This is an optimization exercise on Yosys and OpenROAD, whose aim is small area, a short achievable clock period and few clock cycles per item, not a production implementation. No activity file was given, so power comes from the tool's default toggle rates.

== lane 1 ==
==> flow/design.v <==
package fol_pkg;
  localparam int unsigned KEY_W       = 8;
  localparam int unsigned POS_W       = 3;
  localparam int unsigned HIT_COUNT_W = 16;
  localparam int unsigned ENTRIES     = 8;
endpackage
module fol_ctrl (
  input  logic clk_i,
  input  logic rst_ni,
  input  logic in_valid_i,
  output logic in_ready_o,
  output logic out_valid_o,
  input  logic out_ready_i,
  output logic k_load_o,    
  output logic k_from2_o,   
  output logic k2_load_o,   
  output logic l_load_o,    
  output logic fire_o,      
  output logic l_valid_o    
);
  logic k2v_q, kv_q, lv_q, ov_q;
  logic accept, l_free;
  assign in_ready_o = !k2v_q;
  assign accept     = in_valid_i && !k2v_q;
  assign fire_o     = lv_q && (!ov_q || out_ready_i);
  assign l_free     = !lv_q || fire_o;
  assign l_load_o   = l_free;
  assign k_load_o   = !kv_q || l_free;
  assign k_from2_o  = k2v_q;
  assign k2_load_o  = accept && kv_q && !l_free;
  always_ff @(posedge clk_i or negedge rst_ni) begin
    if (!rst_ni) begin
      k2v_q <= 1'b0;
      kv_q  <= 1'b0;
      lv_q  <= 1'b0;
      ov_q  <= 1'b0;
    end else begin
      if (k_load_o) kv_q <= k2v_q || accept;
      if (k_load_o) k2v_q <= 1'b0;
      else if (accept) k2v_q <= 1'b1;
      if (l_free) lv_q <= kv_q;
      if (fire_o) ov_q <= 1'b1;
      else if (out_ready_i) ov_q <= 1'b0;
    end
  end
  assign out_valid_o = ov_q;
  assign l_valid_o   = lv_q;
endmodule
module fol_datapath (
  input  logic                              clk_i,
  input  logic                              rst_ni,
  input  logic                              k_load_i,
  input  logic                              k_from2_i,
  input  logic                              k2_load_i,
  input  logic                              l_load_i,
  input  logic                              fire_i,
  input  logic                              l_valid_i,
  input  logic [fol_pkg::KEY_W-1:0]         key_i,
  output logic                              hit_o,
  output logic [fol_pkg::POS_W-1:0]         old_position_o,
  output logic [fol_pkg::POS_W-1:0]         new_position_o,
  output logic [fol_pkg::HIT_COUNT_W-1:0]   hit_count_o
);
  localparam int unsigned N  = fol_pkg::ENTRIES;
  localparam int unsigned PW = fol_pkg::POS_W;
  localparam int unsigned CW = fol_pkg::HIT_COUNT_W;
  function automatic logic gt_f(input logic [CW-1:0] a, input logic [CW-1:0] b);
    logic [CW-1:0] g, l;
    g = a & ~b;
    l = ~a & b;
    for (int s = 1; s < CW; s = s * 2)
      for (int i = 0; i + s < CW; i = i + 2 * s) begin
        g[i] = g[i + s] | (!l[i + s] & g[i]);
        l[i] = l[i + s] | (!g[i + s] & l[i]);
      end
    gt_f = g[0];
  endfunction
  logic [3:0]    k2_q, k_q;       
  logic [3:0]    l_q;             
  logic [CW:0]   cinc_q;          
  logic [PW-1:0] skey_q [N];      
  logic [CW-1:0] scnt_q [N];      
  logic [3:0]    key_code, k_d;
  logic [CW-1:0] c_k, c_new;
  logic [CW:0]   cinc_d;
  logic [N-1:0]  kmatch, match, le_p, t2, rng, e, q1, at_d;
  logic          hit;
  logic [PW-1:0] p, d;
  assign key_code = {(key_i >= fol_pkg::KEY_W'(1)) && (key_i <= fol_pkg::KEY_W'(N)),
                     PW'(key_i - fol_pkg::KEY_W'(1))};
  assign k_d = k_from2_i ? k2_q : key_code;
  always_ff @(posedge clk_i) begin
    if (k2_load_i) k2_q <= key_code;
    if (k_load_i)  k_q  <= k_d;
  end
  always_comb begin
    c_k = '0;
    for (int i = 0; i < N; i++) begin
      kmatch[i] = k_q[3] && (skey_q[i] == k_q[2:0]);
      c_k       = c_k | (scnt_q[i] & {CW{kmatch[i]}});
    end
    cinc_d = {1'b0, (l_valid_i && l_q[3] && k_q[3] && (l_q[2:0] == k_q[2:0])) ? c_new : c_k}
             + (CW+1)'(1);
  end
  always_ff @(posedge clk_i) begin
    if (l_load_i) begin
      l_q    <= k_q;
      cinc_q <= cinc_d;
    end
  end
  always_comb begin
    hit   = l_q[3];
    c_new = cinc_q[CW-1:0] | {CW{cinc_q[CW]}};
    for (int i = 0; i < N; i++) begin
      match[i] = hit && (skey_q[i] == l_q[2:0]);
      t2[i]    = hit && !cinc_q[CW] && gt_f(scnt_q[i], cinc_q[CW-1:0]);
    end
    for (int i = 0; i < N; i++) begin
      le_p[i] = 1'b0;
      for (int m = i; m < N; m++) le_p[i] = le_p[i] | match[m];
    end
    for (int i = 0; i < N; i++) begin
      rng[i]  = le_p[i] && !t2[i];
      e[i]    = rng[i] && (scnt_q[i][0] ^ cinc_q[0]);
      q1[i]   = e[i] && !((i > 0) && e[(i + N - 1) % N]);
      at_d[i] = rng[i] && ((i == 0) || t2[(i + N - 1) % N]);
    end
    p[2] = match[4] | match[5] | match[6] | match[7];
    p[1] = match[2] | match[3] | match[6] | match[7];
    p[0] = match[1] | match[3] | match[5] | match[7];
    d[2] = t2[3];
    d[1] = (t2[1] & !t2[3]) | t2[5];
    d[0] = (t2[0] & !t2[1]) | (t2[2] & !t2[3]) | (t2[4] & !t2[5]) | t2[6];
  end
  always_ff @(posedge clk_i or negedge rst_ni) begin
    if (!rst_ni) begin
      for (int i = 0; i < N; i++) begin
        skey_q[i] <= PW'(i);
        scnt_q[i] <= '0;
      end
    end else if (fire_i) begin
      for (int i = 0; i < N; i++) begin
        if (q1[i]) scnt_q[i] <= c_new;
        if (at_d[i])      skey_q[i] <= l_q[2:0];
        else if (rng[i])  skey_q[i] <= skey_q[(i + N - 1) % N];
      end
    end
  end
  logic                hit_q;
  logic [PW-1:0]       old_q, new_q;
  logic [CW-1:0]       hc_q;
  always_ff @(posedge clk_i) begin
    if (fire_i) begin
      hit_q <= hit;
      old_q <= p;
      new_q <= d;
      hc_q  <= c_new & {CW{hit}};
    end
  end
  assign hit_o          = hit_q;
  assign old_position_o = old_q;
  assign new_position_o = new_q;
  assign hit_count_o    = hc_q;
endmodule
module frequency_ordered_list_top (
  input  logic                              clk_i,
  input  logic                              rst_ni,
  input  logic                              in_valid_i,
  output logic                              in_ready_o,
  input  logic [fol_pkg::KEY_W-1:0]         in_key_i,
  output logic                              out_valid_o,
  input  logic                              out_ready_i,
  output logic                              out_hit_o,
  output logic [fol_pkg::POS_W-1:0]         out_old_position_o,
  output logic [fol_pkg::POS_W-1:0]         out_new_position_o,
  output logic [fol_pkg::HIT_COUNT_W-1:0]   out_hit_count_o
);
  logic k_load, k_from2, k2_load, l_load, fire, l_valid;
  fol_ctrl u_ctrl (
    .clk_i      (clk_i),
    .rst_ni     (rst_ni),
    .in_valid_i (in_valid_i),
    .in_ready_o (in_ready_o),
    .out_valid_o(out_valid_o),
    .out_ready_i(out_ready_i),
    .k_load_o   (k_load),
    .k_from2_o  (k_from2),
    .k2_load_o  (k2_load),
    .l_load_o   (l_load),
    .fire_o     (fire),
    .l_valid_o  (l_valid)
  );
  fol_datapath u_dp (
    .clk_i         (clk_i),
    .rst_ni        (rst_ni),
    .k_load_i      (k_load),
    .k_from2_i     (k_from2),
    .k2_load_i     (k2_load),
    .l_load_i      (l_load),
    .fire_i        (fire),
    .l_valid_i     (l_valid),
    .key_i         (in_key_i),
    .hit_o         (out_hit_o),
    .old_position_o(out_old_position_o),
    .new_position_o(out_new_position_o),
    .hit_count_o   (out_hit_count_o)
  );
endmodule
export LEC_CHECK = 0
export CAP_MARGIN = 20
export CORE_MARGIN = 2
export CORE_UTILIZATION = 40
export SETUP_SLACK_MARGIN = 1.5
export SLEW_MARGIN = 20
create_clock -name core_clock -period 5.0 [get_ports {clk_i}]
standard.sh (not shown) runs the stock make flow with config.mk's settings and CLKGATE_MAP_FILE= SYNTH_SCRIPT=/design/flow/synth_recipe.tcl, a recipe that flattens the netlist after the stock synthesis.
==> flow/flow/run.sh <==
#!/bin/bash
# Standard layout flow, with synthesis's abc mapping script replaced by
# flow/abc_speed.script (a delay-targeted &nf mapping followed by buffering
# and gate sizing). Everything else is the standard.sh.
set -e
rm -rf scripts_local
cp -r "$FLOW_HOME/scripts" scripts_local
cp flow/abc_speed.script scripts_local/abc_speed.script
export SCRIPTS_DIR="$PWD/scripts_local"
bash standard.sh > standard.log 2>&1
==> flow/flow/abc_speed.script <==
strash
&get -n
&fraig -x
&put
dc2
strash
&get -n
&dch -f
&nf {D}
&put
buffer
upsize {D}
dnsize {D}
stime -p
Lane 1 finished every step from synthesis to the final layout, and the layout passed the timing, DRC and antenna checks.
Changes in lane 2 relative to lane 1:
==> flow/run.sh (new file) <==
#!/bin/bash
# synth_recipe.tcl (not shown) runs the flow's synth.tcl, then flattens the netlist and writes it again
# the make line also repeats each setting of config.mk as NAME=value (left out here)
make -C /OpenROAD-flow-scripts/flow DESIGN_CONFIG=/design/flow/config.mk WORK_HOME=/design/flow/orfs CLKGATE_MAP_FILE= SYNTH_SCRIPT=/design/flow/synth_recipe.tcl finish
removed: flow/flow/run.sh
removed: flow/flow/abc_speed.script
removed: flow/standard.sh
Results
Against lane 1, area after synthesis in lane 2 came out worse. Lane 2 vs lane 1: global-route usage up in lane 2. Lane 2 ended with more starting density of the core than lane 1. Lane 2 ends up with higher number of nets in the layout than lane 1 does. Proportion of power drawn by the clock network in lane 2 vs lane 1: down 1.2 points. Lane 2 does better than lane 1 on setup slack. Capture point of the worst path = u_dp.cinc_q[15]: lane 1; capture point of the worst path = u_dp.scnt_q[6][8]: lane 2. The non-clock buffer count of lane 2 falls short of that of lane 1 by 36. Summary of the comparison: final standard cell utilization of the core is lower in lane 2, relative to lane 1. Lane 2 falls short of lane 1 in total detailed-routing wirelength. Post-layout minimum cycle time: lane 2 and lane 1 compared, higher one is lane 1.
Modified inputs, lane 3 compared to lane 2
Settings: swapping 1.5 for 2.2 in SETUP_SLACK_MARGIN.
==> comparison <==
Sort lane 3 and lane 2 by number of filler cells placed in the layout, ascending, and lane 3 comes first.
Sort lane 3 and lane 2 by routed length on met1, ascending, and lane 2 comes first.
In lane 3 the power turned out 2.2 mW higher than in lane 2.
Taking lane 2 as the reference, in lane 3 area of all placed cells without fillers went up, simple-gate portion of the synthesized area held steady, wire length went up by about 11%, first-iteration detailed-routing DRC count +315.
Final cell count sits higher in lane 3 than in lane 2.
Clock network fraction of total power: lane 3 vs lane 2 down 1.9 points
The register-to-register slack reported for lane 3 is greater than that of lane 2 by 0.34 ns.
Of the two values seen for master of the slowest instance on the critical path, sky130_fd_sc_hd__a2111oi_2 was produced by lane 2 and sky130_fd_sc_hd__edfxtp_1 by lane 3.
Taking lane 3 as 1.0, lane 2 lands at 1.2 on number of clock buffer instances in the layout.
Setup changes, lane 3 to lane 4
Settings: a change of SETUP_SLACK_MARGIN from 2.2 to 0.3.
Results
- The lower HPWL after detailed placement of lane 3 and lane 4 is in lane 4.
- The detail-routed via count per cell number comes out higher for lane 3 vs lane 4.
- The number of combinational gates with multiple inputs was comparable across lane 3 and lane 4.
- Re count of nets left with antenna violations after detail routing: no difference whatsoever between lane 4 and lane 3.
- From lane 4 to lane 3, sequential element share of the synthesized area did not move at all.
For lane 5, these inputs were changed with respect to lane 4:
Settings: SETUP_SLACK_MARGIN now 3.0, was 0.3.
--- outcome ---
Lane 4 vs lane 5, most common library cell in the layout ignoring fill and taps: sky130_fd_sc_hd__dfrtp_1 vs sky130_fd_sc_hd__buf_4
[compare] base=lane 4 new=lane 5: total of fill cells in the finished design went down, number of standard cells in the final layout excluding fillers rose by 234.
Run comparison: lane 5 class of the most critical hold timing path input port to asynchronous set/reset pin; lane 4 class of the most critical hold timing path flip-flop to flip-flop
Going from lane 4 to lane 5, the global router's overall resource usage was found to have gone up by 5.0 points.
Worst reg2reg path depth: higher on lane 5
Taking lane 4 over lane 5, the total power ratio works out to 0.75.
Measured against lane 4, the routed wire length of lane 5 comes out at 1.2 times the reference value.
[lane 5] met1 capacity usage during global routing rose 3.4 points relative to lane 4
Clock network fraction of design power: lane 5 < lane 4
Function was not checked in any run of this note: the RTL went through the layout flow alone.

-- what the ideal ports hide --
In the flow no input, the clock included, has a driving cell. The finished layouts below were timed again as built, in two steps. Step 1 assumes that a clkbuf_16 drives the clock port and a buf_2 every other input. Step 2 times the ports against the registers' clock, not the clock port: input delays grow and output delays shrink by t, the midpoint of the rising clock arrivals with the driver on. a / b / c = no drivers / after step 1 / after step 2; a / b = the first two.
run | t, ns | setup WS [ns] | worst slew at a driven data input, ns
lane 1 | 0.581 | 1.324 / 1.324 / 1.128 | 0.04
lane 2 | 0.583 | 1.496 / 1.496 / 1.454 | 0.04
lane 3 | 0.591 | 1.840 / 1.840 / 1.618 | 0.04
lane 4 | 0.587 | 0.785 / 0.785 / 0.785 | 0.04
lane 5 | 0.597 | 1.623 / 1.623 / 1.623 | 0.04
After both steps every run listed still meets setup and hold. The setup slack of lane 3, which loses most, moves by 0.000 ns with the drivers and by -0.222 ns with both steps.
